Context: an optimization exercise on an open-source flow, tuned for small area. The choices shown serve that exercise and are no tape-out recipe.
Only simulation tests tie the RTL to the original design; equivalence was not proved.
Power and IR drop assume default switching activity.

==> design/flow/design.v <==
module axi_dma_mc_sched #(
  parameter int NUM_CH     = 4,
  parameter int AXI_ADDR_W = 32,
  parameter int AXI_DATA_W = 128,
  parameter int LEN_W      = 24,
  parameter int MAX_BURST  = 16,
  parameter int MAX_OUT    = 8
) (
  input  logic                   clk,
  input  logic                   rst_n,
  input  logic [NUM_CH-1:0]            ch_req_valid,
  output logic [NUM_CH-1:0]            ch_req_ready,
  input  logic [NUM_CH*AXI_ADDR_W-1:0] ch_req_src,
  input  logic [NUM_CH*AXI_ADDR_W-1:0] ch_req_dst,
  input  logic [NUM_CH*LEN_W-1:0]      ch_req_len,
  output logic                         cmd_valid,
  input  logic                         cmd_ready,
  output logic [((NUM_CH > 1) ? $clog2(NUM_CH) : 1)-1:0] cmd_ch,
  output logic [AXI_ADDR_W-1:0]        cmd_src,
  output logic [AXI_ADDR_W-1:0]        cmd_dst,
  output logic [7:0]                   cmd_len,
  output logic                         cmd_last,
  input  logic                         cpl_valid,
  input  logic [((NUM_CH > 1) ? $clog2(NUM_CH) : 1)-1:0] cpl_ch,
  input  logic                         cpl_err,
  output logic [NUM_CH-1:0]      ch_busy,
  output logic [NUM_CH-1:0]      ch_done,
  output logic [NUM_CH-1:0]      ch_err,
  input  logic [NUM_CH-1:0]      intr_en,
  input  logic [NUM_CH-1:0]      intr_clr,
  output logic                   intr_pend,
  output logic                   proto_err
);
  localparam int AW = 28;
  localparam int RW = 20;
  logic [3:0]    busy_q, iss_q, done_q, err_q, stat_q;
  logic [3:0]    out_q [4];
  logic          intr_pend_q, proto_err_q, cmd_valid_q;
  logic [1:0]    ptr_q;
  logic [AW-1:0] src_q [4];
  logic [AW-1:0] dst_q [4];
  logic [RW-1:0] rem_q [4];
  logic [AW-1:0] cmd_src_q, cmd_dst_q;
  logic [3:0]    cmd_len_q;
  logic          cmd_last_q;
  logic [3:0] elig, gnt;
  logic [1:0] gnt_idx;
  logic       any_elig, take, load;
  always_comb begin
    for (int i = 0; i < 4; i++) elig[i] = iss_q[i] & ~out_q[i][3];
  end
  always_comb begin
    case (ptr_q)
      2'd0: gnt = elig[1] ? 4'b0010 : elig[2] ? 4'b0100 : elig[3] ? 4'b1000 : {3'b000, elig[0]};
      2'd1: gnt = elig[2] ? 4'b0100 : elig[3] ? 4'b1000 : elig[0] ? 4'b0001 : {2'b00, elig[1], 1'b0};
      2'd2: gnt = elig[3] ? 4'b1000 : elig[0] ? 4'b0001 : elig[1] ? 4'b0010 : {1'b0, elig[2], 2'b00};
      default: gnt = elig[0] ? 4'b0001 : elig[1] ? 4'b0010 : elig[2] ? 4'b0100 : {elig[3], 3'b000};
    endcase
    gnt_idx  = {gnt[3] | gnt[2], gnt[3] | gnt[1]};
    any_elig = |elig;
  end
  assign take = ~cmd_valid_q | cmd_ready;
  assign load = any_elig & take;
  logic [AW-1:0] s_src, s_dst, n_src, n_dst;
  logic [RW-1:0] s_rem, n_rem;
  logic [3:0]    s_m1, d_m1, r_m1, m1;
  logic          r_small, c_sd, c_sr, c_dr, pick_s, pick_d, pick_r, last;
  logic [4:0]    s_lo, d_lo, r_lo;
  logic [AW-5:0] s_hi_inc, d_hi_inc;
  logic [RW-5:0] r_hi_dec;
  always_comb begin
    s_src = '0;
    s_dst = '0;
    s_rem = '0;
    for (int i = 0; i < 4; i++) begin
      s_src = s_src | ({AW{gnt[i]}} & ~src_q[i]);
      s_dst = s_dst | ({AW{gnt[i]}} & ~dst_q[i]);
      s_rem = s_rem | ({RW{gnt[i]}} & ~rem_q[i]);
    end
    s_m1    = (s_src[7:4] == 4'hF) ? ~s_src[3:0] : 4'hF;
    d_m1    = (s_dst[7:4] == 4'hF) ? ~s_dst[3:0] : 4'hF;
    r_m1    = (s_rem[RW-1:4] == '0) ? (s_rem[3:0] - 4'd1) : 4'hF;
    r_small = (s_rem[RW-1:5] == '0) && (!s_rem[4] || (s_rem[3:0] == 4'd0));
    c_sd    = (s_m1 <= d_m1);
    c_sr    = (s_m1 < r_m1);
    c_dr    = (d_m1 < r_m1);
    pick_s  = c_sd & c_sr;
    pick_d  = ~c_sd & c_dr;
    pick_r  = ~(pick_s | pick_d);
    m1      = ({4{pick_s}} & s_m1) | ({4{pick_d}} & d_m1) | ({4{pick_r}} & r_m1);
    last    = r_small & pick_r;
    n_src   = s_src + {{(AW-4){1'b0}}, m1} + 1'b1;
    n_dst   = s_dst + {{(AW-4){1'b0}}, m1} + 1'b1;
    n_rem   = s_rem - {{(RW-4){1'b0}}, m1} - 1'b1;
  end
  always_ff @(posedge clk) begin
    for (int i = 0; i < 4; i++) begin
      logic ld, up, hd;
      ld = ~busy_q[i];
      up = busy_q[i] & load & gnt[i];
      hd = busy_q[i] & ~(load & gnt[i]);
      src_q[i] <= ~(({AW{ld}} & ch_req_src[i*32+4 +: AW]) | ({AW{up}} & n_src) | ({AW{hd}} & ~src_q[i]));
      dst_q[i] <= ~(({AW{ld}} & ch_req_dst[i*32+4 +: AW]) | ({AW{up}} & n_dst) | ({AW{hd}} & ~dst_q[i]));
      rem_q[i] <= ~(({RW{ld}} & ch_req_len[i*24+4 +: RW]) | ({RW{up}} & n_rem) | ({RW{hd}} & ~rem_q[i]));
    end
  end
  always_ff @(posedge clk) begin
    if (take) begin
      cmd_src_q  <= s_src;
      cmd_dst_q  <= s_dst;
      cmd_len_q  <= m1;
      cmd_last_q <= last;
    end
  end
  logic [3:0] cpl_hit, dec, acc, zlen, issue_now;
  logic [3:0] out_d [4];
  logic [3:0] stat_d;
  always_comb begin
    for (int i = 0; i < 4; i++) begin
      cpl_hit[i]   = cpl_valid && (cpl_ch == 2'(i));
      dec[i]       = cpl_hit[i] && (out_q[i] != 4'd0);
      acc[i]       = ~busy_q[i] & ch_req_valid[i];
      zlen[i]      = (ch_req_len[i*24+4 +: RW] == '0);
      issue_now[i] = load & gnt[i];
      out_d[i]     = out_q[i] + {3'd0, issue_now[i]} - {3'd0, dec[i]};
      stat_d[i]    = (stat_q[i] & ~intr_clr[i]) | done_q[i];
    end
  end
  always_ff @(posedge clk or negedge rst_n) begin
    if (!rst_n) begin
      busy_q      <= '0;
      iss_q       <= '0;
      done_q      <= '0;
      err_q       <= '0;
      stat_q      <= '0;
      for (int i = 0; i < 4; i++) out_q[i] <= '0;
      intr_pend_q <= 1'b0;
      proto_err_q <= 1'b0;
      cmd_valid_q <= 1'b0;
      ptr_q       <= 2'd0;
    end else begin
      for (int i = 0; i < 4; i++) begin
        out_q[i] <= out_d[i];
        err_q[i] <= acc[i] ? 1'b0 : (err_q[i] | (dec[i] & cpl_err));
        if (!busy_q[i]) begin
          busy_q[i] <= ch_req_valid[i];
          iss_q[i]  <= ch_req_valid[i] & ~zlen[i];
          done_q[i] <= ch_req_valid[i] & zlen[i];
        end else if (iss_q[i]) begin
          if (issue_now[i] && last) iss_q[i] <= 1'b0;
          done_q[i] <= 1'b0;
        end else begin
          if (done_q[i]) begin
            busy_q[i] <= 1'b0;
            done_q[i] <= 1'b0;
          end else begin
            done_q[i] <= (out_d[i] == 4'd0);
          end
        end
      end
      stat_q      <= stat_d;
      intr_pend_q <= |(stat_d & intr_en);
      proto_err_q <= proto_err_q | (|(cpl_hit & ~dec));
      if (take) cmd_valid_q <= any_elig;
      if (load) ptr_q <= gnt_idx;
    end
  end
  assign ch_req_ready = ~busy_q;
  assign ch_busy      = busy_q;
  assign ch_done      = done_q;
  assign ch_err       = err_q;
  assign intr_pend    = intr_pend_q;
  assign proto_err    = proto_err_q;
  assign cmd_valid    = cmd_valid_q;
  assign cmd_ch       = ptr_q;
  assign cmd_src      = {cmd_src_q, 4'd0};
  assign cmd_dst      = {cmd_dst_q, 4'd0};
  assign cmd_len      = {4'd0, cmd_len_q};
  assign cmd_last     = cmd_last_q;
endmodule
==> design/flow/flow/run.sh <==
#!/bin/bash
# Own layout flow: the standard ORFS flow (standard.sh), with
#  - synthesis run unchanged except for an area-oriented ABC mapping script
#    (registers are mapped by dfflibmap before ABC, so they are the standard ones);
#  - port buffers of the smallest buffer cell;
#  - a clock tree from small clock buffers, without dummy loads.
# Each tool's output goes to a log file of its own in the work folder.
set -euo pipefail
W=$(pwd)
rm -rf "$W/orfs_scripts"
cp -r "$FLOW_HOME/scripts" "$W/orfs_scripts"
cp "$W/flow/abc_area.script" "$W/orfs_scripts/abc_area.script"
bash standard.sh SCRIPTS_DIR="$W/orfs_scripts" ABC_AREA=1 synth > "$W/flow_synth.log" 2>&1
source "$W/flow/knobs.sh"
bash standard.sh "${KNOBS[@]}" finish > "$W/flow_layout.log" 2>&1
==> design/flow/flow/abc_area.script <==
strash; &get -n; &fraig -x; &put; scorr; dc2; dretime; strash; &get -n; &dch -f; &nf -R 1000; &put; strash; dc2; &get -n; &dch -f; &nf -R 1000; &put; topo
==> design/flow/flow/knobs.sh <==
KNOBS=(
  "BUFFER_PORTS_ARGS=-buffer_cell sky130_fd_sc_hd__buf_1"
  "CTS_ARGS=-sink_clustering_enable -repair_clock_nets -dont_use_dummy_load -sink_clustering_size 16 -sink_clustering_max_diameter 60 -buf_list {sky130_fd_sc_hd__clkbuf_8}"
)
==> design/flow/standard.sh <==
#!/bin/bash
# synth_recipe.tcl (not shown) runs the flow's synth.tcl, then flattens the netlist and writes it again
# the make line also repeats each setting of config.mk as NAME=value (left out here)
make -C /OpenROAD-flow-scripts/flow DESIGN_CONFIG=/design/flow/config.mk WORK_HOME=/design/flow/orfs CLKGATE_MAP_FILE= SYNTH_SCRIPT=/design/flow/synth_recipe.tcl "${@:-finish}"
==> design/flow/config.mk <==
export PLATFORM = sky130hd
export DESIGN_NAME = axi_dma_mc_sched
export DESIGN_NICKNAME = axi_dma_mc_sched
export VERILOG_FILES = /design/flow/design.v
export SDC_FILE = /design/flow/constraint.sdc
export NUM_CORES = 4
export LEC_CHECK = 0
export CAP_MARGIN = 5
export CORE_MARGIN = 2
export CORE_UTILIZATION = 60
export GPL_TIMING_DRIVEN = 0
export SLEW_MARGIN = 5
==> design/flow/constraint.sdc <==
create_clock -name core_clock -period 9.0 [get_ports {clk}]
set_input_delay 1.8000 -clock core_clock [delete_from_list [all_inputs] [get_ports {clk}]]
set_output_delay 1.8000 -clock core_clock [all_outputs]
set_load 0.01 [all_outputs]
==> results.toml, run 1 <==
[synth]
postSynthCellCount = 1858
ys_seq_area_frac = 0.515
ys_types = 48
synth-edff-count = 61
yosysWarnings = 6
syn_area_per_cell_um2 = 9.35
ys_ff_latch = 406
ys_async_sr_fraction = 0.101
synthFlopType = "dfxtp_1"
syn_area_mm2 = 0.0174

[grt]
grt_max_degree = 83
antenna_found_initial = 16
grt_overflow = 0
grt_pass1_vias = 17700
grt_pass1_wl_um = 98000
grt.total_usage = 0.413

[route]
routed_via_density = 6.69
avgRoutedWirePerCell_um = 23.9
drc = 0
vias = 18400
drt-total-wl_um = 65900
final_antenna_net_count = 0
drtIter0Drc = 2344
first_pass_iters = 7

[clock_tree]
insertion_delay_ns = 0.64
htree_levels = 1
cts_buffers = 31
cts.path.max_buffers = 3
path_clk_slew_ns = 0.10
cts_root_buf = "clkbuf_8"
holdBufCountCts = 0
cts_sinks = 406
cts_tree = "done"

[die]
die-width_um = 174
fp.dieH_um = 174
fp.dieArea_mm2 = 0.0303
coreArea_mm2 = 0.0286
initial_core_util = 0.607
ios = 465
row_count = 62

[worst_setup_path]
end_kind = "register"
slowest_stage = "or4_4"
max_stage_delay_ns = 0.45
cp_max_fo = 28
required_ns = 9.47
path_class = "reg -> reg"
worstPathArrival_ns = 9.01
start_kind = "register"

[place]
io_buffer_count = 404
routabilityCongestion = 0.911
dpl.hpwl_um = 42800

[sta]
min_period_ns = 8.55
finalSetupViolations = 0
drv_slew = 0
fin_skew_ns = 0.0350
fmax_mhz = 117
whs_ns = 0.495
hold_viol_final = 0
tightest_slew_ns = 1.14
period_share = 0.950
max-slew-margin-rel = 0.235

[power_and_ir_drop]
p_per_area_mw_per_mm2 = 434
leakagePower_nw = 7.39
ir_worst_vdd_uv = 248

[hold_path]
min_path_type = "reg -> reg"

[finish]
drive_gt1_frac = 0.0660
syn_to_final_growth_pct = 20.8
num-nets-final = 2768
fillers = 2274
fin_util = 0.734

[status]
status = "timing/DRC/antenna clean"

[flow_run]
cap_viol_max_count = 0
==> worst max-delay path: cells and delay by family, from the launching register on <==
family,cells,cell delay (ns)
and+or+nand+nor,21,5.22
AOI/OAI and AO/OA,10,1.66
buffers and inverters,1,0.25
xor gates and xnor gates,1,0.33
DFF,1,0.39
adders and majority gates,2,0.49
==> layout by cell type, fill, tap and decap left out, types with 31 or more instances in the layout <==
cell type,netlist,final
edfxtp_1,61,61
o22ai_1,306,306
xnor2_1,46,40
buf_4,12,31
dfxtp_1,304,304
dfrtp_1,41,39
a211oi_1,34,34
buf_1,0,403
clkinv_1,101,97
a21oi_1,196,194
nor2_1,310,308
ha_1,39,35
a221oi_1,96,96
o21ai_0,48,39
nand2_1,60,55
clkbuf_8,0,31
==> cells in the mapped netlist, types with 10 or more instances <==
cell type / instances / area share
nand2b_1: 11 / 0.0040
nor4_1: 29 / 0.010
nand3_1: 22 / 0.0063
ha_1: 39 / 0.028
nand2_1: 60 / 0.013
edfxtp_1: 61 / 0.11
nor3_1: 21 / 0.0060
a21oi_1: 196 / 0.056
xnor2_1: 46 / 0.023
a21o_1: 10 / 0.0043
nor2b_1: 15 / 0.0054
o21ai_0: 48 / 0.014
dfrtp_1: 41 / 0.059
a211oi_1: 34 / 0.015
xor2_1: 20 / 0.010
dfxtp_1: 304 / 0.35
nor2_1: 310 / 0.067
clkinv_1: 101 / 0.022
buf_4: 12 / 0.0052
a221oi_1: 96 / 0.048
o22ai_1: 306 / 0.11
==> metal layers <==
| layer | up-vias | share of wire | track usage |
|---|---|---|---|
| met5 | - | 0.00020 | 0 |
| li1 | 8081 | - | - |
| met2 | 1456 | 0.45 | 0.648 |
| met3 | 255 | 0.13 | 0.0945 |
| met4 | 2 | 0.051 | 0.206 |
| met1 | 8634 | 0.37 | 0.537 |
==> report_power, final <==
part | internal, mW | leakage [nW] | switching, mW
logic | 1.76 | 3.52 | 3.36
registers | 2.69 | 3.65 | 0.409
clock network | 0.306 | 0.223 | 0.590
==> cell type report <==
type	count	area, µm²	area share
multi-input combinational	1351	8430	0.402
tap	384	480	0.0229
antenna	20	50.0	0.00238
inverter	101	399	0.0190
timing repair buffer	448	2170	0.104
buffer	12	90.1	0.00429
sequential	406	8950	0.426
clock buffer	31	427	0.0203
==> worst paths after layout <==
| check | from | endpoint | slack [ns] | depth (start not counted) |
|---|---|---|---|---|
| max | iss_q[2] | dst_q[0][27] | 0.45 | 35 |
| min in group asynchronous | rst_n | stat_q[1] | 1.13 | 1 |
| min reg2reg | rem_q[1][13] | rem_q[1][13] | 0.50 | 2 |
| max in group asynchronous | rst_n | out_q[0][2] | 7.38 | 2 |
| min | rem_q[1][13] | rem_q[1][13] | 0.50 | 2 |
| max reg2reg | iss_q[2] | dst_q[0][27] | 0.45 | 35 |
==> state kept, by name (all words and copies together), names as in the netlist, 16 cells and up <==
signal,count
cmd_dst_q,28
cmd_src_q,28
dst_q,112
out_q,16
rem_q,80
src_q,112
==> cell families after synthesis <==
group           after synthesis  share of synthesized area
other cells                   1                   0.000216
buf+inv                     113                     0.0270
flops                       406                      0.515
simple gates                506                      0.127
compound gates              720                      0.262
fa+ha+maj                    46                     0.0361
xor+xnor                     66                     0.0333
==> metrics by stage <==
| step | cells | setup TNS [ns] | setup slack [ns] | instance area [µm²] | total power, mW |
|---|---|---|---|---|---|
| floorplan | 1869 | -9.04 | -0.507 | 17700 | 6.29 |
| global placement | 2657 | -2129.35 | -12.25 | 19700 | 7.69 |
| detailed placement | 2694 | 0 | 0.0329 | 20400 | 7.97 |
| CTS | 2725 | 0 | 0.000959 | 20800 | 8.85 |
| global route | 2746 | -0.0724 | -0.0304 | 21000 | 9.61 |
| finish | 2753 | 0 | 0.453 | 21000 | 9.12 |
==> what timing repair did <==
item                                    CTS  global route
resized for setup                         0            10
endpoints found under the setup margin    0            57
buffers inserted                          0             6
==> run 2: changes to the inputs <==
==> design/flow/flow/knobs.sh (replaced) <==
KNOBS=(
  "BUFFER_PORTS_ARGS=-buffer_cell sky130_fd_sc_hd__buf_1"
  "CTS_ARGS=-sink_clustering_enable -repair_clock_nets -dont_use_dummy_load -sink_clustering_size 19 -sink_clustering_max_diameter 60 -buf_list {sky130_fd_sc_hd__clkbuf_8}"
)
==> design/flow/config.mk (replaced) <==
export PLATFORM = sky130hd
export DESIGN_NAME = axi_dma_mc_sched
export DESIGN_NICKNAME = axi_dma_mc_sched
export VERILOG_FILES = /design/flow/design.v
export SDC_FILE = /design/flow/constraint.sdc
export NUM_CORES = 4
export LEC_CHECK = 0
export CAP_MARGIN = 20
export CORE_MARGIN = 2
export CORE_UTILIZATION = 60
export SLEW_MARGIN = 20
==> run 2 against run 1 <==
  * Highest routed layer unchanged
  * Clock power up 5.8%
  * Combinational power is 4.9% lower
  * First-iteration DRC count decreased by 0.51%
  * Register-to-register slack got worse by 0.02 ns
  * Wire length fell by 1.2%
  * Die area unchanged
  * Critical path depth fell by 3
  * Fmax down 0.25%
  * Clock skew up 0.043 ns
==> results.toml, run 2 <==
[finish]
num-nets-final = 2748
fin_util = 0.715
reg_top3 = "dst_q (112), src_q (112), rem_q (80)"
final_cells = 2726
final_common_cell = "buf_1"
drive_gt1_frac = 0.0558
layout_common_cells = "buf_1 (403), nor2_1 (309), o22ai_1 (306)"
syn_to_final_growth_pct = 17.8

[worst_setup_path]
max_stage_delay_ns = 0.63
worstPathArrival_ns = 8.97
required_ns = 9.40
start_kind = "register"
path_class = "reg -> reg"
crit_buf_inv = 2
r2r_slack_ns = 0.43
end_kind = "register"
slowest_stage = "o21ai_0"
cp_max_fo = 38
crit_family = "simple AND/OR/NAND/NOR gates"

[synth]
synth_area_leaders = "dfxtp_1 (35%), o22ai_1 (11%), edfxtp_1 (11%)"
synthFlopType = "dfxtp_1"
synth-edff-count = 61
synth.most_common_cell = "nor2_1"
syn_area_mm2 = 0.0174
synth_common_cells = "nor2_1 (310), o22ai_1 (306), dfxtp_1 (304)"
ys_async_sr_fraction = 0.101
postSynthCellCount = 1858
syn_area_per_cell_um2 = 9.35
ys_types = 48
synth_top_cell_area_share = 0.350
yosysWarnings = 6
ys_seq_area_frac = 0.515
ys_ff_latch = 406
yosys.area.top_type = "dfxtp_1"

[place]
post-place-ws_ns = 0.601
io_buffer_count = 404
routabilityCongestion = 0.897
dpl.hpwl_um = 41800
place_inst = 2678

[sta]
min_period_ns = 8.57
layout_setup_ws_ns = 0.431
period_share = 0.952
fmax_mhz = 117
hold_viol_final = 0
rsz0062_at_grt = "false"
finalSetupViolations = 0
drv_slew = 0
fin_skew_ns = 0.0780
max-slew-margin-rel = 0.234
setup_tns_ns = 0
tightest_slew_ns = 1.14

[grt]
grt_overflow = 0
antenna_found_initial = 7
grt_pass1_wl_um = 98900
grt_pass1_vias = 17900
grt_max_degree = 64
grt.total_usage = 0.417

[clock_tree]
cts_buffers = 35
cts_tree = "done"
cts_root_buf = "clkbuf_8"
cts.repair.resized = 0
holdBufCountCts = 0
path_clk_slew_ns = 0.09
htree_levels = 2
cts_setup_buffers = 0
cts.path.max_buffers = 3
cts_sinks = 406
insertion_delay_ns = 0.59

[die]
row_count = 62
die-width_um = 174
fp.dieArea_mm2 = 0.0303
initial_core_util = 0.607
fp.dieH_um = 174
coreArea_mm2 = 0.0286
ios = 465

[route]
route.met2.wl_um = 29000
avgRoutedWirePerCell_um = 23.9
vias = 18300
dr_wl_met3_um = 8520
m1WireLength_um = 24000
final_antenna_net_count = 0
drt-total-wl_um = 65100
drc = 0
first_pass_iters = 5
routed_via_density = 6.71
drtIter0Drc = 2332
top_layer_used = "met5"

[power_and_ir_drop]
leakagePower_nw = 7.16
ir_worst_vdd_uv = 253
p_per_area_mw_per_mm2 = 436

[status]
status = "timing/DRC/antenna clean"

[flow_run]
cap_viol_max_count = 0

[hold_path]
min_path_type = "reg -> reg"
==> run 2: cell families after synthesis <==
| group | count (synthesis) | synth area share |
|---|---|---|
| adder cells (fa/ha/maj) | 46 | 0.0361 |
| flip-flops | 406 | 0.515 |
| AO/OA/AOI/OAI | 720 | 0.262 |
| XOR/XNOR | 66 | 0.0333 |
| buffers and inverters | 113 | 0.0270 |
| other | 1 | 0.000216 |
| AND/OR/NAND/NOR | 506 | 0.127 |
==> run 2: per-layer routing <==
layer / track usage / vias to the layer above
met3: 0.0986 / 253
li1: - / 8009
met5: 0 / -
met2: 0.657 / 1379
met1: 0.530 / 8651
met4: 0.230 / 2
==> run 2: final timing paths <==
| path | startpoint | end | depth (start not counted) |
|---|---|---|---|
| min in group asynchronous | rst_n | out_q[2][2] | 1 |
| worst max register to register | iss_q[1] | dst_q[3][27] | 32 |
| worst min-delay path | stat_q[3] | stat_q[3] | 1 |
| max in group asynchronous | rst_n | ptr_q[0] | 1 |
| worst max-delay path | iss_q[1] | dst_q[3][27] | 32 |
| worst min register to register | stat_q[3] | stat_q[3] | 1 |
==> run 2: power breakdown <==
group	leakage, nW	internal, mW	switching, mW	total [mW]
sequential	3.65	2.69	0.405	3.10
clock	0.252	0.350	0.598	0.948
combinational	3.26	1.58	3.29	4.87
==> run 2: final cells by class <==
cell class | count | area [µm²]
antenna | 13 | 32.5
sequential | 406 | 8950
fill | 2335 | 8160
tap | 384 | 480
timing repair buffer | 437 | 1780
clock buffer | 35 | 482
multi-input combinational | 1350 | 8370
inverter | 101 | 384
==> run 2: stage by stage <==
stage | hold slack [ns] | instance area (µm²) | power, mW
global placement | 0.455 | 20000 | 7.68
detailed placement | 0.467 | 20000 | 7.81
global route | 0.505 | 20400 | 9.41
finish | 0.484 | 20500 | 8.92
CTS | 0.486 | 20400 | 8.74
floorplan | 0.445 | 17700 | 6.29
==> run 3: changes to the inputs <==
--- a/design/flow/design.v
+++ b/design/flow/design.v
@@ -64,7 +64,7 @@
   logic [AW-1:0] s_src, s_dst, n_src, n_dst;
   logic [RW-1:0] s_rem, n_rem;
   logic [3:0]    s_m1, d_m1, r_m1, m1;
-  logic          r_small, c_sd, c_sr, c_dr, pick_s, pick_d, pick_r, last;
+  logic          r_small, c_sd, c_sr, c_dr, pick_s, pick_d, pick_r, last, pg_s, pg_d;
   logic [4:0]    s_lo, d_lo, r_lo;
   logic [AW-5:0] s_hi_inc, d_hi_inc;
   logic [RW-5:0] r_hi_dec;
@@ -89,8 +89,10 @@
     pick_r  = ~(pick_s | pick_d);
     m1      = ({4{pick_s}} & s_m1) | ({4{pick_d}} & d_m1) | ({4{pick_r}} & r_m1);
     last    = r_small & pick_r;
-    n_src   = s_src + {{(AW-4){1'b0}}, m1} + 1'b1;
-    n_dst   = s_dst + {{(AW-4){1'b0}}, m1} + 1'b1;
+    pg_s    = (s_src[7:4] == 4'hF) & c_sd & ~(r_m1 < s_m1);
+    pg_d    = (s_dst[7:4] == 4'hF) & ~c_sd & c_dr | (s_dst[7:4] == 4'hF) & (d_m1 == s_m1) & ~(r_m1 < d_m1);
+    n_src   = {s_src[AW-1:8] + {{(AW-9){1'b0}}, pg_s}, s_src[7:0] + {4'd0, m1} + 8'd1};
+    n_dst   = {s_dst[AW-1:8] + {{(AW-9){1'b0}}, pg_d}, s_dst[7:0] + {4'd0, m1} + 8'd1};
     n_rem   = s_rem - {{(RW-4){1'b0}}, m1} - 1'b1;
   end
   always_ff @(posedge clk) begin
==> design/flow/flow/knobs.sh (replaced) <==
KNOBS=(
  "BUFFER_PORTS_ARGS=-buffer_cell sky130_fd_sc_hd__buf_1"
  "CTS_ARGS=-sink_clustering_enable -repair_clock_nets -dont_use_dummy_load -sink_clustering_size 16 -sink_clustering_max_diameter 60 -buf_list {sky130_fd_sc_hd__clkbuf_8}"
)
--- a/design/flow/config.mk
+++ b/design/flow/config.mk
@@ -5,7 +5,7 @@
 export SDC_FILE = /design/flow/constraint.sdc
 export NUM_CORES = 4
 export LEC_CHECK = 0
-export CAP_MARGIN = 20
+export CAP_MARGIN = 10
 export CORE_MARGIN = 2
 export CORE_UTILIZATION = 60
-export SLEW_MARGIN = 20
+export SLEW_MARGIN = 10
==> run 3 against run 2 <==
  * Still clean on timing, DRC and antenna
  * Synthesized cell count shrank 6.7%
  * Sequential share of layout area increased by 0.40 points
  * Hold slack gained 0.016 ns
  * Global-route usage is 0.91 points lower
  * Clock skew down 0.019 ns
  * Clock-buffer cell count is 1 lower
  * Cell area decreased by 0.94%
  * Combinational power rose by 9.9%
  * Clock power decreased by 2.4%
  * Critical path type unchanged
  * Largest cell class unchanged
==> results.toml, run 3 <==
[route]
drtIter0Drc = 2401
drt-total-wl_um = 64000
drc = 0
final_antenna_net_count = 0
avgRoutedWirePerCell_um = 24.6
first_pass_iters = 9
routed_via_density = 6.83
vias = 17800

[finish]
syn_to_final_growth_pct = 16.6
reg_top3 = "dst_q (112), src_q (112), rem_q (80)"
layout_common_cells = "buf_1 (403), dfxtp_1 (304), nor2_1 (222)"
ff_latch_area_mm2 = 0.00894
drive_gt1_frac = 0.0443
fillers = 2340
multiInputGateArea_mm2 = 0.00829
final_common_cell = "buf_1"
num-nets-final = 2639

[power_and_ir_drop]
leakagePower_nw = 7.22
p_comb_frac = 0.565
p_per_area_mw_per_mm2 = 466
ir_worst_vdd_uv = 378
p_sw_frac = 0.479
p_switching_mw = 4.53
share_seq_of_total_power = 0.337
internal_power_mw = 4.93
power_mw = 9.46
p_clk_frac = 0.098

[synth]
synth.most_common_cell = "dfxtp_1"
synthFlopType = "dfxtp_1"
yosysWarnings = 6
syn_area_mm2 = 0.0174
ys_types = 48
synth_common_cells = "dfxtp_1 (304), nor2_1 (222), a21oi_1 (192)"
ys_async_sr_fraction = 0.101
ys_ff_latch = 406
syn_area_per_cell_um2 = 10.0
synth-edff-count = 61
postSynthCellCount = 1733
synth_area_leaders = "dfxtp_1 (35%), edfxtp_1 (11%), o22ai_1 (6.2%)"
yosys.area.top_type = "dfxtp_1"
ys_seq_area_frac = 0.514
synth_top_cell_area_share = 0.350

[worst_setup_path]
regToRegEndpoint = "rem_q[0][19]"
path_class = "reg -> reg"
cp_max_fo = 21
end_kind = "register"
path_depth = 37
crit_family = "simple AND/OR/NAND/NOR gates"
crit_end = "rem_q[0][19]"
start_kind = "register"
worstPathArrival_ns = 8.81
slowest_stage = "a2111o_2"
required_ns = 9.50
max_stage_delay_ns = 0.68
reg2reg_depth = 37
startpoint = "ptr_q[1]"
reg2reg_from = "ptr_q[1]"
r2r_slack_ns = 0.69
crit_path_frequent_cell = "nand2_1"
crit_buf_inv = 4

[place]
routabilityCongestion = 0.928
io_buffer_count = 404
dpl.hpwl_um = 41200

[die]
die-width_um = 174
initial_core_util = 0.608
fp.dieArea_mm2 = 0.0304
ios = 465
coreArea_mm2 = 0.0286
row_count = 62
fp.dieH_um = 174

[sta]
rsz0062_at_grt = "false"
drv_slew = 0
hold_viol_final = 0
setup_tns_ns = 0
period_share = 0.924
max-slew-margin-rel = 0.302
fin_skew_ns = 0.0586
fmax_mhz = 120
tightest_slew_ns = 1.05
finalSetupViolations = 0
min_period_ns = 8.31

[grt]
grt.total_usage = 0.408
antenna_found_initial = 19
grt_max_degree = 63
grt_pass1_wl_um = 96900
grt_overflow = 0
grt_pass1_vias = 17400

[clock_tree]
htree_levels = 2
cts.path.max_buffers = 3
cts_setup_buffers = 0
insertion_delay_ns = 0.57
cts_buffers = 34
cts_root_buf = "clkbuf_8"
cts.repair.resized = 0
path_clk_slew_ns = 0.10
cts_sinks = 406
cts_tree = "done"
holdBufCountCts = 0

[hold_path]
min_path_type = "reg -> reg"

[flow_run]
cap_viol_max_count = 0

[status]
status = "timing/DRC/antenna clean"
## run 3: changes by cell type after synthesis, moves of 13 or more
cell,before,now
xor2_1,20,33
xnor2_1,46,28
o21ai_0,48,16
and3_1,9,22
o22ai_1,306,172
clkinv_1,101,66
o22a_1,0,72
o221ai_1,2,72
nor2_1,310,222
a221oi_1,96,109
## run 3: metal layers
| layer | share of wire | global-route usage |
|---|---|---|
| met1 | 0.37 | 0.519 |
| met2 | 0.46 | 0.647 |
| met4 | 0.047 | 0.200 |
| met3 | 0.12 | 0.105 |
| met5 | 0.0014 | 0 |
## run 3: final cells by class
cell class	count	area share
multi-input combinational	1260	0.409
tap	384	0.0237
clock buffer	34	0.0231
inverter	66	0.0122
sequential	406	0.441
antenna	12	0.00148
timing repair buffer	444	0.0897
## run 3: worst min-delay path by stage
stage                  from  cells after the start            to
2_1_floorplan     stat_q[2]                      1     stat_q[2]
3_3_place_gp      stat_q[2]                      1     stat_q[2]
3_5_place_dp    src_q[0][6]                      2   src_q[0][6]
4_1_cts        src_q[1][18]                      2  src_q[1][18]
5_1_grt        src_q[0][23]                      2  src_q[0][23]
6_report        rem_q[3][9]                      2   rem_q[3][9]
## run 3: cell families (layout without fill, tap and decap cells)
group | Yosys count | count (layout) | synth area share
other | 1 | 24 | 0.000216
AOI/OAI and AO/OA | 708 | 708 | 0.282
xor gates and xnor gates | 61 | 61 | 0.0307
DFF | 406 | 406 | 0.514
buffers and inverters | 78 | 544 | 0.0194
and+or+nand+nor | 423 | 423 | 0.110
adders and majority gates | 56 | 56 | 0.0433
## run 3: metrics by stage
step	cells	setup slack (ns)	instance area, µm²	hold slack [ns]	util
floorplan	1744	0.0925	17500	0.445	-
CTS	2594	0.539	20200	0.497	0.707
finish	2606	0.686	20300	0.500	0.708
detailed placement	2560	0.581	19800	0.485	0.690
global placement	2560	0.732	19800	0.473	0.690
global route	2601	0.0433	20300	0.514	0.708
## run 3: worst register-to-register path: cells and delay by family (launching register included)
family	cells	cell delay [ns]
and+or+nand+nor	18	3.61
xor gates and xnor gates	1	0.30
buffers and inverters	4	0.69
DFF	1	0.47
adders and majority gates	2	0.59
AOI/OAI and AO/OA	12	2.60
## run 3: power by group through the flow
stage / Clock, mW / Combinational [mW] / Sequential, mW
3_3_place_gp: 0 / 5.03 / 3.17
5_1_grt: 0.992 / 5.76 / 3.26
3_5_place_dp: 0 / 5.15 / 3.20
2_1_floorplan: 0 / 3.53 / 3.18
6_report: 0.925 / 5.35 / 3.19
4_1_cts: 0.925 / 5.19 / 3.17
==> run 4: changes to the inputs <==
--- a/design/flow/config.mk
+++ b/design/flow/config.mk
@@ -5,7 +5,8 @@
 export SDC_FILE = /design/flow/constraint.sdc
 export NUM_CORES = 4
 export LEC_CHECK = 0
-export CAP_MARGIN = 10
+export CAP_MARGIN = 20
 export CORE_MARGIN = 2
 export CORE_UTILIZATION = 60
-export SLEW_MARGIN = 10
+export GPL_TIMING_DRIVEN = 0
+export SLEW_MARGIN = 20
==> run 4 against run 3 <==
  * Critical path depth is 1 lower
  * Highest routed layer unchanged
  * Cell area is 3.8% higher
  * Combinational power is 7.5% higher
  * Largest power group unchanged
  * Register-to-register slack worse by 0.28 ns
  * Utilization is 2.7 points higher
  * Die area stayed put
  * First-iteration DRC count is 0.83% lower
  * Area after synthesis stayed put
  * Fmax is 3.3% lower
  * Critical endpoint is now rem_q[3][19]
==> results.toml, run 4 <==
[die]
coreArea_mm2 = 0.0286
fp.dieH_um = 174
row_count = 62
initial_core_util = 0.608
die-width_um = 174
ios = 465
fp.dieArea_mm2 = 0.0304

[power_and_ir_drop]
leakagePower_nw = 7.54
p_sw_frac = 0.473
p_comb_frac = 0.582
share_seq_of_total_power = 0.324
p_per_area_mw_per_mm2 = 469
p_switching_mw = 4.67
internal_power_mw = 5.20
p_clk_frac = 0.094
ir_worst_vdd_uv = 404

[synth]
synth_common_cells = "dfxtp_1 (304), nor2_1 (222), a21oi_1 (192)"
synth-edff-count = 61
synth_area_leaders = "dfxtp_1 (35%), edfxtp_1 (11%), o22ai_1 (6.2%)"
yosysWarnings = 6
ys_seq_area_frac = 0.514
ys_async_sr_fraction = 0.101
syn_area_per_cell_um2 = 10.0
ys_types = 48
synthFlopType = "dfxtp_1"
synth_top_cell_area_share = 0.350
synth.most_common_cell = "dfxtp_1"
ys_ff_latch = 406
postSynthCellCount = 1733
yosys.area.top_type = "dfxtp_1"
syn_area_mm2 = 0.0174

[finish]
fin_util = 0.735
syn_to_final_growth_pct = 21.0
drive_gt1_frac = 0.0560
reg_top3 = "dst_q (112), src_q (112), rem_q (80)"
final_common_cell = "buf_1"
fillers = 2199
layout_common_cells = "buf_1 (403), dfxtp_1 (304), nor2_1 (222)"
num-nets-final = 2662

[place]
post-place-ws_ns = -0.0828
dpl.hpwl_um = 43800
io_buffer_count = 404
routabilityCongestion = 0.931

[route]
final_antenna_net_count = 0
routed_via_density = 6.80
drtIter0Drc = 2381
drc = 0
vias = 17900
drt-total-wl_um = 65900
first_pass_iters = 7
avgRoutedWirePerCell_um = 25.1

[grt]
antenna_found_initial = 17
grt.total_usage = 0.416
grt_overflow = 0
grt_pass1_vias = 17500
grt_pass1_wl_um = 98000
grt_max_degree = 81

[worst_setup_path]
worstPathArrival_ns = 9.07
slowest_stage = "a2111o_2"
end_kind = "register"
start_kind = "register"
path_class = "reg -> reg"
max_stage_delay_ns = 0.58
required_ns = 9.47
cp_max_fo = 29

[sta]
fmax_mhz = 116
tightest_slew_ns = 1.08
rsz0062_at_grt = "false"
hold_viol_final = 0
max-slew-margin-rel = 0.280
min_period_ns = 8.59
finalSetupViolations = 0
fin_skew_ns = 0.0576
period_share = 0.955
drv_slew = 0
layout_setup_ws_ns = 0.406

[clock_tree]
cts_sinks = 406
cts_tree = "done"
insertion_delay_ns = 0.57
cts.path.max_buffers = 3
holdBufCountCts = 0
path_clk_slew_ns = 0.10
cts_root_buf = "clkbuf_8"
htree_levels = 2
cts_buffers = 34

[status]
status = "timing/DRC/antenna clean"

[flow_run]
cap_viol_max_count = 0

[hold_path]
min_path_type = "reg -> reg"
==> run 4: cell types whose count changed in the layout (fill, tap and decap cells not counted), moves of 2 or more <==
cell,change
buf_4,-16
clkinv_4,+4
inv_2,-4
diode_2,-2
buf_8,+4
buf_16,+20
nand2_2,-3
buf_12,+6
buf_6,+7
nand2_4,+4
==> run 4: power groups by stage <==
stage          registers [mW]  clock network (mW)  logic [mW]
5_1_grt                  3.26               0.990        6.14
6_report                 3.19               0.930        5.75
3_3_place_gp             3.18                   0        5.02
3_5_place_dp             3.20                   0        5.46
2_1_floorplan            3.18                   0        3.53
4_1_cts                  3.17               0.927        5.55
==> run 4: final timing paths <==
| check | start | end | slack (ns) | cells after the start |
|---|---|---|---|---|
| max | ptr_q[1] | rem_q[3][19] | 0.41 | 36 |
| min in group asynchronous | rst_n | busy_q[1] | 1.14 | 1 |
| min | dst_q[2][27] | dst_q[2][27] | 0.50 | 2 |
| max reg2reg | ptr_q[1] | rem_q[3][19] | 0.41 | 36 |
| min reg2reg | dst_q[2][27] | dst_q[2][27] | 0.50 | 2 |
| max in group asynchronous | rst_n | iss_q[3] | 7.35 | 2 |
==> run 4: kinds of logic (layout without fill, tap and decap cells) <==
group / after synthesis / in the layout / synth area share
compound gates: 708 / 710 / 0.282
simple gates: 423 / 423 / 0.110
flops: 406 / 406 / 0.514
buf+inv: 78 / 565 / 0.0194
xor+xnor: 61 / 61 / 0.0307
fa+ha+maj: 56 / 56 / 0.0433
other cells: 1 / 22 / 0.000216
==> run 4: metal layers <==
metal  track usage  wire (µm)  vias up
met5             0         90        -
met4         0.221       3630       14
met3         0.101       8050      281
met2         0.663      29700     1335
met1         0.525      24400     8396
li1              -          -     7850
==> run 4: metrics by stage <==
stage	hold WS, ns	instance area (µm²)	total power [mW]	setup TNS [ns]	cells
floorplan	0.445	17500	6.71	0	1744
global placement	0.476	19400	8.20	-1910.41	2532
detailed placement	0.484	20500	8.66	-0.260	2577
CTS	0.496	21000	9.65	0	2615
global route	0.517	21000	10.4	0	2624
finish	0.500	21000	9.87	0	2627
==> run 4: area by class of cell <==
type / instances / area [µm²] / share of cell area
inverter: 66 / 268 / 0.0127
buffer: 12 / 90.1 / 0.00428
timing repair buffer: 453 / 2420 / 0.115
tap: 384 / 480 / 0.0228
multi-input combinational: 1262 / 8360 / 0.397
antenna: 10 / 25.0 / 0.00119
sequential: 406 / 8940 / 0.425
clock buffer: 34 / 468 / 0.0222
==> run 4: timing repair <==
item,in CTS,in global routing
setup endpoints to repair,4,16
gates cloned,2,0
resized for setup,2,6
hold endpoints to repair,0,0
setup buffers,2,2
pin swaps,3,1
==> run 4: worst max-delay path: cells and delay by family (launching register included) <==
family                     cells  cell delay (ns)
AOI/OAI and AO/OA             12             2.63
adders and majority gates      2             0.60
xor gates and xnor gates       1             0.25
and+or+nand+nor               18             4.08
DFF                            1             0.48
buffers and inverters          3             0.43
==> run 5: changes to the inputs <==
--- a/design/flow/config.mk
+++ b/design/flow/config.mk
@@ -8,5 +8,4 @@
 export CAP_MARGIN = 20
 export CORE_MARGIN = 2
 export CORE_UTILIZATION = 60
-export GPL_TIMING_DRIVEN = 0
 export SLEW_MARGIN = 20
==> run 5 against run 4 <==
  * Sequential share of layout area rose by 1.6 points
  * Die area did not move
  * Synthesized cell count did not move
  * First-iteration DRC count rose by 0.84%
  * Fmax rose by 3.3%
  * Critical endpoint is now rem_q[0][19]
==> results.toml, run 5 <==
[die]
coreArea_mm2 = 0.0286
fp.dieArea_mm2 = 0.0304
fp.dieH_um = 174
die-width_um = 174
ios = 465
row_count = 62
initial_core_util = 0.608

[clock_tree]
insertion_delay_ns = 0.57
htree_levels = 2
cts_tree = "done"
cts_root_buf = "clkbuf_8"
cts.repair.resized = 0
cts.path.max_buffers = 3
path_clk_slew_ns = 0.10
cts_setup_buffers = 0
cts_sinks = 406
cts_buffers = 34
holdBufCountCts = 0

[worst_setup_path]
r2r_slack_ns = 0.68
regToRegEndpoint = "rem_q[0][19]"
path_depth = 37
reg2reg_from = "ptr_q[1]"
crit_end = "rem_q[0][19]"
crit_family = "simple AND/OR/NAND/NOR gates"
path_class = "reg -> reg"
startpoint = "ptr_q[1]"
end_kind = "register"
crit_buf_inv = 4
worstPathArrival_ns = 8.81
reg2reg_depth = 37
slowest_stage = "a2111o_2"
max_stage_delay_ns = 0.68
start_kind = "register"
required_ns = 9.50
crit_path_frequent_cell = "nand2_1"
cp_max_fo = 21

[finish]
final_common_cell = "buf_1"
final_cells = 2606
design_area_mm2 = 0.0203
reg_top3 = "dst_q (112), src_q (112), rem_q (80)"
num-nets-final = 2639
syn_to_final_growth_pct = 16.6
drive_gt1_frac = 0.0443
layout_common_cells = "buf_1 (403), dfxtp_1 (304), nor2_1 (222)"

[sta]
fin_skew_ns = 0.0581
finalSetupViolations = 0
fmax_mhz = 120
rsz0062_at_grt = "false"
min_period_ns = 8.32
tightest_slew_ns = 1.05
drv_slew = 0
max-slew-margin-rel = 0.299
setup_tns_ns = 0
hold_viol_final = 0
period_share = 0.924
layout_setup_ws_ns = 0.682

[power_and_ir_drop]
internal_power_mw = 4.93
p_switching_mw = 4.53
leakagePower_nw = 7.22
power_mw = 9.46
p_clk_frac = 0.098
share_seq_of_total_power = 0.337
p_comb_frac = 0.565
ir_worst_vdd_uv = 378
p_sw_frac = 0.479
p_per_area_mw_per_mm2 = 467

[route]
drtIter0Drc = 2401
vias = 17800
avgRoutedWirePerCell_um = 24.5
routed_via_density = 6.83
drt-total-wl_um = 64000
final_antenna_net_count = 0
first_pass_iters = 9
drc = 0

[place]
routabilityCongestion = 0.928
dpl.hpwl_um = 41200
place_inst = 2560
dpl_cell_area_mm2 = 0.0198
post-place-ws_ns = 0.581
io_buffer_count = 404

[grt]
grt_pass1_wl_um = 96900
grt.total_usage = 0.408
grt_max_degree = 63
antenna_found_initial = 19
grt_pass1_vias = 17400
grt_overflow = 0

[synth]
synth_compound_area_frac = 0.282
yosysWarnings = 6
synth-edff-count = 61
synthFlopType = "dfxtp_1"
ys_seq_area_frac = 0.514
synthAdderAreaFrac = 0.0433
muxShareOfSynthArea = 0
yosys.area_share.simple = 0.110
ys_async_sr_fraction = 0.101
synth-xor-area-share = 0.0307
synth_area_leaders = "dfxtp_1 (35%), edfxtp_1 (11%), o22ai_1 (6.2%)"
ys_ff_latch = 406
ys_types = 48
synth_common_cells = "dfxtp_1 (304), nor2_1 (222), a21oi_1 (192)"
synth_top_family_by_area = "compound AO/OA/AOI/OAI gates"
postSynthCellCount = 1733
yosys.area.top_type = "dfxtp_1"
syn_area_mm2 = 0.0174
synth_top_cell_area_share = 0.350
synth.most_common_cell = "dfxtp_1"
syn_area_per_cell_um2 = 10.0

[hold_path]
hold-path-cell-count = 2
min_path_type = "reg -> reg"

[flow_run]
cap_viol_max_count = 0

[status]
status = "timing/DRC/antenna clean"
## run 5: power by group through the flow
stage | combinational, mW | clock [mW] | sequential [mW]
after CTS | 5.19 | 0.925 | 3.17
after global routing | 5.76 | 0.992 | 3.26
after floorplan | 3.53 | 0 | 3.18
final | 5.35 | 0.926 | 3.19
after global placement | 5.03 | 0 | 3.17
after detailed placement | 5.15 | 0 | 3.20
## run 5: worst register-to-register path, delay by kind of cell, from the launching register on
kind	cells	cell delay [ns]
compound gates	12	2.60
xor+xnor	1	0.30
fa+ha+maj	2	0.59
buf+inv	4	0.69
flops	1	0.47
simple gates	18	3.62
## run 5: how the worst min path moves through the flow
stage / start / to
floorplan: stat_q[2] / stat_q[2]
global placement: stat_q[2] / stat_q[2]
detailed placement: src_q[0][6] / src_q[0][6]
CTS: src_q[1][18] / src_q[1][18]
global route: src_q[0][23] / src_q[0][23]
finish: rem_q[3][9] / rem_q[3][9]
## run 5: stage by stage
stage	utilization	hold slack, ns
global route	0.708	0.514
floorplan	-	0.445
CTS	0.707	0.497
detailed placement	0.690	0.485
finish	0.708	0.500
global placement	0.690	0.473
## run 5: logic make-up (layout without fill, tap and decap cells)
logic type	count (synthesis)	after routing
AOI/OAI and AO/OA	708	708
and+or+nand+nor	423	423
DFF	406	406
buffers and inverters	78	544
xor gates and xnor gates	61	61
adders and majority gates	56	56
other	1	24
## run 5: layer usage
layer / share of wire / GRT usage / vias to the layer above
met5: 0.0014 / 0 / -
met2: 0.46 / 0.647 / 1273
met3: 0.12 / 0.105 / 219
met1: 0.38 / 0.519 / 8517
li1: - / - / 7787
met4: 0.046 / 0.200 / 14
## run 5: final cells by class
cell class                      instances  area [µm²]
Antenna cell                           12        30.0
Clock buffer                           34         468
Fill cell                            2340        8350
Inverter                               66         248
Multi-Input combinational cell       1260        8290
Sequential cell                       406        8940
Tap cell                              384         480
Timing Repair Buffer                  444        1820
==> run 6: changes to the inputs <==
==> design/flow/flow/abc_area.script (replaced) <==
strash; &get -n; &fraig -x; &put; scorr; dc2; dretime; strash; &get -n; &dch -f; &nf -R 1000; &put; strash; dc2; &get -n; &dch -f; &nf -R 1000; &put; strash; &get -n; &dch -f; &nf -R 1000 -p; &put; topo
==> run 6 against run 5 <==
  * Sequential share of layout area rose by 0.060 points
  * Via count grew 0.91%
  * Wire length up 0.67%
  * Clock skew down 0.019 ns
  * Combinational power is 1% higher
  * Utilization is 0.096 points lower
  * Still clean
  * Critical path depth down 7
  * Fmax up 4.3%
  * Hold slack worse by 0.020 ns
  * Clock-buffer cell count increased by 1
  * Global-route usage up 0.54 points
  * Sequential power increased by 3%
==> results.toml, run 6 <==
[power_and_ir_drop]
p_comb_frac = 0.563
p_switching_mw = 4.59
ir_worst_vdd_uv = 266
leakagePower_nw = 7.21
share_seq_of_total_power = 0.340
p_per_area_mw_per_mm2 = 475
p_clk_frac = 0.097
internal_power_mw = 5.04
p_sw_frac = 0.477

[die]
initial_core_util = 0.606
coreArea_mm2 = 0.0286
fp.dieArea_mm2 = 0.0303
row_count = 62
die-width_um = 174
ios = 465
fp.dieH_um = 174

[finish]
num-nets-final = 2683
final_common_cell = "buf_1"
drive_gt1_frac = 0.0426
syn_to_final_growth_pct = 16.7
fillers = 2392
reg_top3 = "dst_q (112), src_q (112), rem_q (80)"
layout_common_cells = "buf_1 (403), dfxtp_1 (304), o22ai_1 (268)"

[synth]
synth-edff-count = 61
postSynthCellCount = 1778
syn_area_mm2 = 0.0174
ys_seq_area_frac = 0.515
ys_types = 43
ys_ff_latch = 406
ys_async_sr_fraction = 0.101
syn_area_per_cell_um2 = 9.76
synth_area_leaders = "dfxtp_1 (35%), edfxtp_1 (11%), o22ai_1 (9.7%)"
synth_top_cell_area_share = 0.351
synth.most_common_cell = "dfxtp_1"
synth_common_cells = "dfxtp_1 (304), o22ai_1 (268), nor2_1 (225)"
synthFlopType = "dfxtp_1"
yosysWarnings = 6
yosys.area.top_type = "dfxtp_1"

[sta]
drv_slew = 0
min_period_ns = 7.98
max-slew-margin-rel = 0.212
fin_skew_ns = 0.0394
setup_tns_ns = 0
tightest_slew_ns = 1.18
rsz0062_at_grt = "false"
hold_viol_final = 0
period_share = 0.886
finalSetupViolations = 0
layout_setup_ws_ns = 1.02
fmax_mhz = 125

[clock_tree]
htree_levels = 2
cts.path.max_buffers = 3
cts_tree = "done"
cts_setup_buffers = 0
cts.repair.resized = 0
holdBufCountCts = 0
path_clk_slew_ns = 0.09
insertion_delay_ns = 0.56
cts_buffers = 35
cts_root_buf = "clkbuf_8"
cts_sinks = 406

[route]
vias = 18000
avgRoutedWirePerCell_um = 24.3
routed_via_density = 6.78
drt-total-wl_um = 64400
first_pass_iters = 8
drtIter0Drc = 2384
drc = 0
final_antenna_net_count = 0

[worst_setup_path]
max_stage_delay_ns = 0.56
slowest_stage = "nand2_4"
path_class = "reg -> reg"
startpoint = "iss_q[0]"
end_kind = "register"
required_ns = 9.48
reg2reg_from = "iss_q[0]"
worstPathArrival_ns = 8.46
cp_max_fo = 48
start_kind = "register"

[grt]
grt_pass1_vias = 17700
grt.total_usage = 0.413
grt_pass1_wl_um = 98100
grt_max_degree = 80
antenna_found_initial = 14
grt_overflow = 0

[place]
io_buffer_count = 404
dpl.hpwl_um = 41300
post-place-ws_ns = 0.800
routabilityCongestion = 0.922

[flow_run]
cap_viol_max_count = 0

[status]
status = "timing/DRC/antenna clean"

[hold_path]
min_path_type = "reg -> reg"
min_from = "stat_q[3]"
run 6: cell count changes after synthesis, moves of 6 or more:
cell      delta
o22ai_1     +96
o221ai_1    -45
o22a_1      -41
clkinv_1    +26
a211oi_1    -24
xnor2_1     +19
xor2_1      -15
o21ai_0     +13
and3_1       -9
a21oi_1      +7
a221oi_1     +7
nand3_1      +6
run 6: worst paths after layout:
path | end | slack, ns | cells after the start
min reg2reg | stat_q[3] | 0.48 | 1
max reg2reg | rem_q[1][15] | 1.02 | 30
max in group asynchronous | done_q[3] | 7.04 | 1
max | rem_q[1][15] | 1.02 | 30
min in group asynchronous | stat_q[2] | 1.37 | 1
min | stat_q[3] | 0.48 | 1
run 6: final cells by class:
cell class                      count  area [µm²]  area share
Sequential cell                   406        8940       0.442
Multi-Input combinational cell   1279        8150       0.402
Timing Repair Buffer              442        1820      0.0898
Clock buffer                       35         482      0.0238
Tap cell                          384         480      0.0237
Inverter                           92         350      0.0173
Antenna cell                       12        30.0     0.00148
run 6: logic make-up (layout without fill, tap and decap cells):
logic type	count (synthesis)	count (layout)	share of synthesized area
fa+ha+maj	56	56	0.0434
buf+inv	104	569	0.0251
flops	406	406	0.515
simple gates	425	425	0.109
xor+xnor	65	65	0.0328
compound gates	721	721	0.274
other cells	1	24	0.000216
run 6: metrics by stage:
stage | instances | area [µm²] | power, mW | utilization | hold WS (ns)
after global placement | 2602 | 19700 | 8.36 | 0.689 | 0.460
after global routing | 2648 | 20200 | 10.2 | 0.707 | 0.512
after detailed placement | 2602 | 19700 | 8.51 | 0.689 | 0.468
after floorplan | 1789 | 17400 | 6.92 | - | 0.445
after CTS | 2637 | 20200 | 9.45 | 0.706 | 0.483
final | 2650 | 20300 | 9.62 | 0.707 | 0.480
run 6: per-layer routing:
layer / vias up / part of all wire / GRT usage
met1: 8511 / 0.37 / 0.524
met3: 241 / 0.13 / 0.0881
li1: 7867 / - / -
met4: 6 / 0.051 / 0.228
met5: - / 0.00068 / 0
met2: 1347 / 0.46 / 0.662
run 6: power groups by stage:
stage                     Sequential, mW  Combinational [mW]  Clock (mW)
final                               3.27                5.42       0.933
after global placement              3.25                5.11           0
after detailed placement            3.28                5.23           0
after CTS                           3.25                5.27       0.933
after floorplan                     3.26                3.66           0
after global routing                3.35                5.87       0.998
run 6: critical path: cells and delay by family (launching register included):
| family | cells | cell delay [ns] |
|---|---|---|
| compound gates | 9 | 1.86 |
| xor+xnor | 1 | 0.33 |
| fa+ha+maj | 2 | 0.65 |
| buf+inv | 1 | 0.13 |
| flops | 1 | 0.38 |
| simple gates | 17 | 4.56 |
==> run 7: changes to the inputs <==
==> design/flow/flow/run.sh (replaced) <==
#!/bin/bash
# Own layout flow: the standard ORFS flow (standard.sh), with
#  - synthesis run unchanged except that ABC uses an area-oriented mapping script
#    (flow/abc_area.script) and Yosys does not pre-extract half/full adder cells, so
#    ABC maps that logic too. Registers are mapped by dfflibmap before ABC, so they
#    are the standard synthesis's registers, with the same names and cells;
#  - port buffers of the smallest buffer cell;
#  - a clock tree of clkbuf_8 cells, without dummy loads.
# Each tool's output goes to a log file of its own in the work folder.
set -euo pipefail
W=$(pwd)
rm -rf "$W/orfs_scripts"
cp -r "$FLOW_HOME/scripts" "$W/orfs_scripts"
cp "$W/flow/abc_area.script" "$W/orfs_scripts/abc_area.script"
bash standard.sh SCRIPTS_DIR="$W/orfs_scripts" ABC_AREA=1 ADDER_MAP_FILE= synth > "$W/flow_synth.log" 2>&1
source "$W/flow/knobs.sh"
bash standard.sh "${KNOBS[@]}" finish > "$W/flow_layout.log" 2>&1
==> run 7 against run 6 <==
  * First-iteration DRC count decreased by 3.7%
  * Area after synthesis decreased by 3.4%
  * Sequential cell count unchanged
  * Sequential power decreased by 4%
  * Clock-buffer cell count unchanged
  * Total power decreased by 3.9%
  * Via count increased by 0.37%
  * Utilization increased by 1.6 points
  * Global-route usage decreased by 0.55 points
  * Clock skew increased by 0.0039 ns
  * Critical endpoint is now src_q[2][25]
  * Largest power group unchanged
==> results.toml, run 7 <==
[sta]
min_period_ns = 8.47
setup_tns_ns = 0
whs_ns = 0.481
drv_slew = 0
fin_skew_ns = 0.0433
fmax_mhz = 118
max-slew-margin-rel = 0.164
tightest_slew_ns = 1.25
hold_viol_final = 0
period_share = 0.942
finalSetupViolations = 0

[power_and_ir_drop]
leakagePower_nw = 6.89
p_per_area_mw_per_mm2 = 462
power_mw = 9.24
ir_worst_vdd_uv = 254

[die]
coreArea_mm2 = 0.0276
fp.dieH_um = 171
fp.dieArea_mm2 = 0.0293
initial_core_util = 0.607
row_count = 61
ios = 465
die-width_um = 171

[route]
vias = 18000
routed_via_density = 6.67
drt-total-wl_um = 63200
drc = 0
first_pass_iters = 9
avgRoutedWirePerCell_um = 23.4
drtIter0Drc = 2296
final_antenna_net_count = 0

[synth]
syn_area_mm2 = 0.0168
synth_top_cell_area_share = 0.363
ys_seq_area_frac = 0.533
synth_area_leaders = "dfxtp_1 (36%), o22ai_1 (13%), edfxtp_1 (11%)"
ys_ff_latch = 406
synthFlopType = "dfxtp_1"
syn_area_per_cell_um2 = 9.23
synth_common_cells = "o22ai_1 (349), dfxtp_1 (304), a21oi_1 (276)"
synth.most_common_cell = "o22ai_1"
ys_types = 45
yosysWarnings = 6
synth-edff-count = 61
ys_async_sr_fraction = 0.101
postSynthCellCount = 1817
yosys.area.top_type = "dfxtp_1"

[finish]
syn_to_final_growth_pct = 19.2
layout_common_cells = "buf_1 (403), o22ai_1 (349), dfxtp_1 (304)"
reg_top3 = "dst_q (112), src_q (112), rem_q (80)"
drive_gt1_frac = 0.0643
final_common_cell = "buf_1"
num-nets-final = 2689
design_area_mm2 = 0.0200

[clock_tree]
htree_levels = 2
path_clk_slew_ns = 0.10
cts_root_buf = "clkbuf_8"
cts.path.max_buffers = 3
holdBufCountCts = 0
insertion_delay_ns = 0.58
cts_buffers = 35
cts_tree = "done"
cts_sinks = 406

[grt]
grt_overflow = 0
grt_pass1_vias = 17200
antenna_found_initial = 13
grt_pass1_wl_um = 92300
grt.total_usage = 0.408
grt_max_degree = 79

[hold_path]
min_path_type = "reg -> reg"
min_from = "stat_q[2]"

[worst_setup_path]
reg2reg_from = "ptr_q[1]"
worstPathArrival_ns = 8.98
start_kind = "register"
end_kind = "register"
max_stage_delay_ns = 0.54
cp_max_fo = 12
path_class = "reg -> reg"
required_ns = 9.50
startpoint = "ptr_q[1]"
slowest_stage = "dfrtp_2"

[flow_run]
cap_viol_max_count = 0

[place]
dpl_cell_area_mm2 = 0.0192
io_buffer_count = 404
routabilityCongestion = 0.917
dpl.hpwl_um = 38800

[status]
status = "timing/DRC/antenna clean"
## run 7: per-stage QoR
step	std cells	utilization	setup slack, ns
finish	2706	0.723	0.525
floorplan	1828	-	0.347
CTS	2678	0.711	0.0857
global placement	2642	0.694	0.211
detailed placement	2642	0.694	-0.0888
global route	2702	0.723	-0.0715
## run 7: timing repair
item | in CTS | in global routing
setup buffers | 0 | 11
cloned | 1 | 4
pin swaps | 0 | 3
endpoints found under the setup margin | 4 | 44
gates resized for setup | 3 | 45
## run 7: kinds of logic after synthesis
group           Yosys count  synth area share
other cells               1          0.000224
flops                   406             0.533
compound gates          772             0.275
buf+inv                  53            0.0146
xor+xnor                 83            0.0434
fa+ha+maj                 1          0.000597
simple gates            501             0.133
## run 7: where the power goes
part	switching, mW	internal (mW)
Sequential	0.421	2.72
Clock	0.593	0.351
Combinational	3.49	1.67
Total	4.50	4.74
## run 7: worst paths after layout
check,to,slack [ns],depth (start not counted)
max reg2reg,src_q[2][25],0.53,41
max,src_q[2][25],0.53,41
min reg2reg,stat_q[2],0.48,1
max in group asynchronous,ptr_q[1],7.02,1
min in group asynchronous,stat_q[0],1.36,1
min,stat_q[2],0.48,1
## run 7: layer usage
layer,vias to the layer above,track usage,part of all wire
met5,-,0,0.00081
met4,8,0.236,0.053
met3,282,0.108,0.13
met2,1382,0.642,0.45
met1,8404,0.507,0.36
li1,7962,-,-
## run 7: area by class of cell
type	count	area (µm²)
flip-flops and latches	406	8950
inverters	41	159
repair buffers	460	1950
diodes	12	30.0
clock buffers	35	482
multi-input cells	1374	7940
fillers	2302	7640
well taps	378	473
## run 7: critical path: cells and delay by family (launching register included)
family	cells	cell delay, ns
xor+xnor	3	0.69
compound gates	15	2.66
buf+inv	3	0.64
simple gates	20	3.87
flops	1	0.54
==> run 8: changes to the inputs <==
--- a/design/flow/design.v
+++ b/design/flow/design.v
@@ -114,7 +114,7 @@
       cmd_last_q <= last;
     end
   end
-  logic [3:0] cpl_hit, dec, acc, zlen, issue_now;
+  logic [3:0] cpl_hit, dec, acc, zlen, issue_now, cnt_up, cnt_dn;
   logic [3:0] out_d [4];
   logic [3:0] stat_d;
   always_comb begin
@@ -124,7 +124,12 @@
       acc[i]       = ~busy_q[i] & ch_req_valid[i];
       zlen[i]      = (ch_req_len[i*24+4 +: RW] == '0);
       issue_now[i] = load & gnt[i];
-      out_d[i]     = out_q[i] + {3'd0, issue_now[i]} - {3'd0, dec[i]};
+      cnt_up[i]    = issue_now[i] & ~dec[i];
+      cnt_dn[i]    = dec[i] & ~issue_now[i];
+      out_d[i][0]  = out_q[i][0] ^ (cnt_up[i] | cnt_dn[i]);
+      out_d[i][1]  = out_q[i][1] ^ (cnt_up[i] & out_q[i][0] | cnt_dn[i] & ~out_q[i][0]);
+      out_d[i][2]  = out_q[i][2] ^ (cnt_up[i] & (&out_q[i][1:0]) | cnt_dn[i] & ~(|out_q[i][1:0]));
+      out_d[i][3]  = out_q[i][3] ^ (cnt_up[i] & (&out_q[i][2:0]) | cnt_dn[i] & ~(|out_q[i][2:0]));
       stat_d[i]    = (stat_q[i] & ~intr_clr[i]) | done_q[i];
     end
   end
@@ -156,7 +161,7 @@
             busy_q[i] <= 1'b0;
             done_q[i] <= 1'b0;
           end else begin
-            done_q[i] <= (out_d[i] == 4'd0);
+            done_q[i] <= (out_q[i] == 4'd0) | ((out_q[i] == 4'd1) & cpl_hit[i]);
           end
         end
       end
--- a/design/flow/config.mk
+++ b/design/flow/config.mk
@@ -7,5 +7,5 @@
 export LEC_CHECK = 0
 export CAP_MARGIN = 20
 export CORE_MARGIN = 2
-export CORE_UTILIZATION = 60
+export CORE_UTILIZATION = 70
 export SLEW_MARGIN = 20
==> run 8 against run 7 <==
  * Still clean
  * Wire length shrank 3.0%
  * Clock-buffer cell count shrank 4
  * Fmax shrank 1.8%
  * Total power shrank 17%
  * Critical path depth shrank 2
  * Non-clock buffer count shrank 9
  * Setup slack lost 0.16 ns
  * Via count grew 1.8%
  * Clock skew shrank 0.0014 ns
  * Critical path type unchanged
  * Largest cell class unchanged
  * Highest routed layer unchanged
==> results.toml, run 8 <==
[worst_setup_path]
path_class = "reg -> reg"
start_kind = "register"
crit_buf_inv = 2
end_kind = "register"
worstPathArrival_ns = 9.15
max_stage_delay_ns = 0.48
crit_family = "simple AND/OR/NAND/NOR gates"
required_ns = 9.52
cp_max_fo = 11
crit_path_frequent_cell = "o21ai_0"
slowest_stage = "or4_1"

[status]
status = "timing/DRC/antenna clean"

[synth]
ys_seq_area_frac = 0.534
synth_top_cell_area_share = 0.363
postSynthCellCount = 1804
yosys.area.top_type = "dfxtp_1"
ys_types = 47
ys_ff_latch = 406
synth_common_cells = "o22ai_1 (343), dfxtp_1 (304), a21oi_1 (282)"
synthFlopType = "dfxtp_1"
synth_area_leaders = "dfxtp_1 (36%), o22ai_1 (13%), edfxtp_1 (11%)"
yosysWarnings = 6
synth.most_common_cell = "o22ai_1"
syn_area_mm2 = 0.0167
ys_async_sr_fraction = 0.101
synth-edff-count = 61
syn_area_per_cell_um2 = 9.28

[power_and_ir_drop]
p_per_area_mw_per_mm2 = 392
ir_worst_vdd_uv = 234
power_mw = 7.70
leakagePower_nw = 6.84

[sta]
hold_viol_final = 0
tightest_slew_ns = 1.17
min_period_ns = 8.63
drv_slew = 0
max-slew-margin-rel = 0.218
setup_tns_ns = 0
fmax_mhz = 116
finalSetupViolations = 0
layout_setup_ws_ns = 0.366
period_share = 0.959
whs_ns = 0.482
fin_skew_ns = 0.0419

[place]
place_inst = 2566
dpl.hpwl_um = 38700
dpl_cell_area_mm2 = 0.0190
post-place-ws_ns = -0.0307
io_buffer_count = 404
routabilityCongestion = 0.969

[route]
avgRoutedWirePerCell_um = 23.4
drt-total-wl_um = 61400
routed_via_density = 7.01
vias = 18400
first_pass_iters = 7
drtIter0Drc = 3041
final_antenna_net_count = 0
drc = 0

[die]
fp.dieArea_mm2 = 0.0252
ios = 465
die-width_um = 159
row_count = 56
coreArea_mm2 = 0.0235
fp.dieH_um = 159
initial_core_util = 0.713

[clock_tree]
holdBufCountCts = 0
cts_tree = "done"
insertion_delay_ns = 0.63
cts.path.max_buffers = 3
cts_root_buf = "clkbuf_8"
htree_levels = 1
cts_sinks = 406
path_clk_slew_ns = 0.10
cts_buffers = 31

[hold_path]
min_path_type = "reg -> reg"

[finish]
reg_top3 = "dst_q (112), src_q (112), rem_q (80)"
design_area_mm2 = 0.0196
syn_to_final_growth_pct = 17.2
drive_gt1_frac = 0.0490
final_cells = 2619
final_common_cell = "buf_1"
num-nets-final = 2658
fin_util = 0.836
layout_common_cells = "buf_1 (403), o22ai_1 (343), dfxtp_1 (304)"

[grt]
grt.total_usage = 0.466
antenna_found_initial = 16
grt_overflow = 0
grt_max_degree = 80
grt_pass1_vias = 17400
grt_pass1_wl_um = 90900

[flow_run]
cap_viol_max_count = 0
[run 8: layout make-up]
class,instances,area (µm²)
well taps,319,399
multi-input cells,1375,7840
inverters,22,82.6
repair buffers,451,1890
fillers,1520,3850
clock buffers,31,427
diodes,15,37.5
flip-flops and latches,406,8940
[run 8: logic make-up after synthesis]
| logic type | Yosys count | synth area share |
|---|---|---|
| DFF | 406 | 0.534 |
| buffers and inverters | 34 | 0.0103 |
| other | 1 | 0.000224 |
| and+or+nand+nor | 490 | 0.131 |
| AOI/OAI and AO/OA | 779 | 0.275 |
| xor gates and xnor gates | 92 | 0.0481 |
| adders and majority gates | 2 | 0.00120 |
[run 8: final timing paths]
| path | from | end | slack, ns | depth (start not counted) |
|---|---|---|---|---|
| max | out_q[3][3] | src_q[0][27] | 0.37 | 39 |
| max reg2reg | out_q[3][3] | src_q[0][27] | 0.37 | 39 |
| max in group asynchronous | rst_n | ptr_q[0] | 7.13 | 1 |
| min | proto_err_q | proto_err_q | 0.48 | 1 |
| min reg2reg | proto_err_q | proto_err_q | 0.48 | 1 |
| min in group asynchronous | rst_n | out_q[1][2] | 1.30 | 1 |
[run 8: routing by layer]
metal	up-vias	global-route usage	wire length, µm
li1	7870	-	-
met1	8433	0.575	20800
met2	1719	0.703	26800
met3	340	0.136	9420
met4	2	0.327	4350
met5	-	0	13
[run 8: what timing repair did]
action	CTS	global route
setup endpoints to repair	8	64
pin swaps	0	4
gates resized for setup	2	23
buffers inserted	0	6
[run 8: report_power, final]
part           internal (mW)  switching [mW]
Sequential              2.71           0.439
Combinational           1.23            2.44
Clock                  0.307           0.571

port drivers added, routing unchanged:
The flow's constraints put no driver on any port. The routed layouts listed below were extracted and timed again, unchanged, in two steps. Step 1 (the two cells are an assumption about what drives the block):
set clk [get_ports {clk}]
set_driving_cell -lib_cell sky130_fd_sc_hd__clkbuf_16 $clk
set_driving_cell -lib_cell sky130_fd_sc_hd__buf_2 [delete_from_list [all_inputs] $clk]
Step 2, shift: input delay + t, output delay - t, t = (earliest + latest rising clock arrival at the registers) / 2. This alone moves slack from input paths to output paths. Three values: ideal ports, drivers, drivers and shift; two values: the first two.
run	t, ns	slack for setup (ns)	worst setup path at the end	latest minus earliest clock arrival (ns)	worst data-port slew with drivers (ns)
run 1	0.675	0.453 / 0.453 / 0.453	register to register	0.035 / 0.035	0.12
run 2	0.601	0.431 / 0.431 / 0.431	register to register	0.078 / 0.078	0.10
run 3	0.595	0.686 / 0.686 / 0.686	register to register	0.059 / 0.058	0.09
run 4	0.588	0.406 / 0.406 / 0.406	register to register	0.058 / 0.057	0.10
run 5	0.595	0.682 / 0.682 / 0.682	register to register	0.058 / 0.058	0.10
run 6	0.595	1.023 / 1.023 / 1.023	register to register	0.039 / 0.040	0.12
run 7	0.607	0.525 / 0.525 / 0.525	register to register	0.043 / 0.043	0.11
run 8	0.658	0.366 / 0.366 / 0.366	register to register	0.042 / 0.042	0.13
After both steps setup and hold are still met in every run listed.
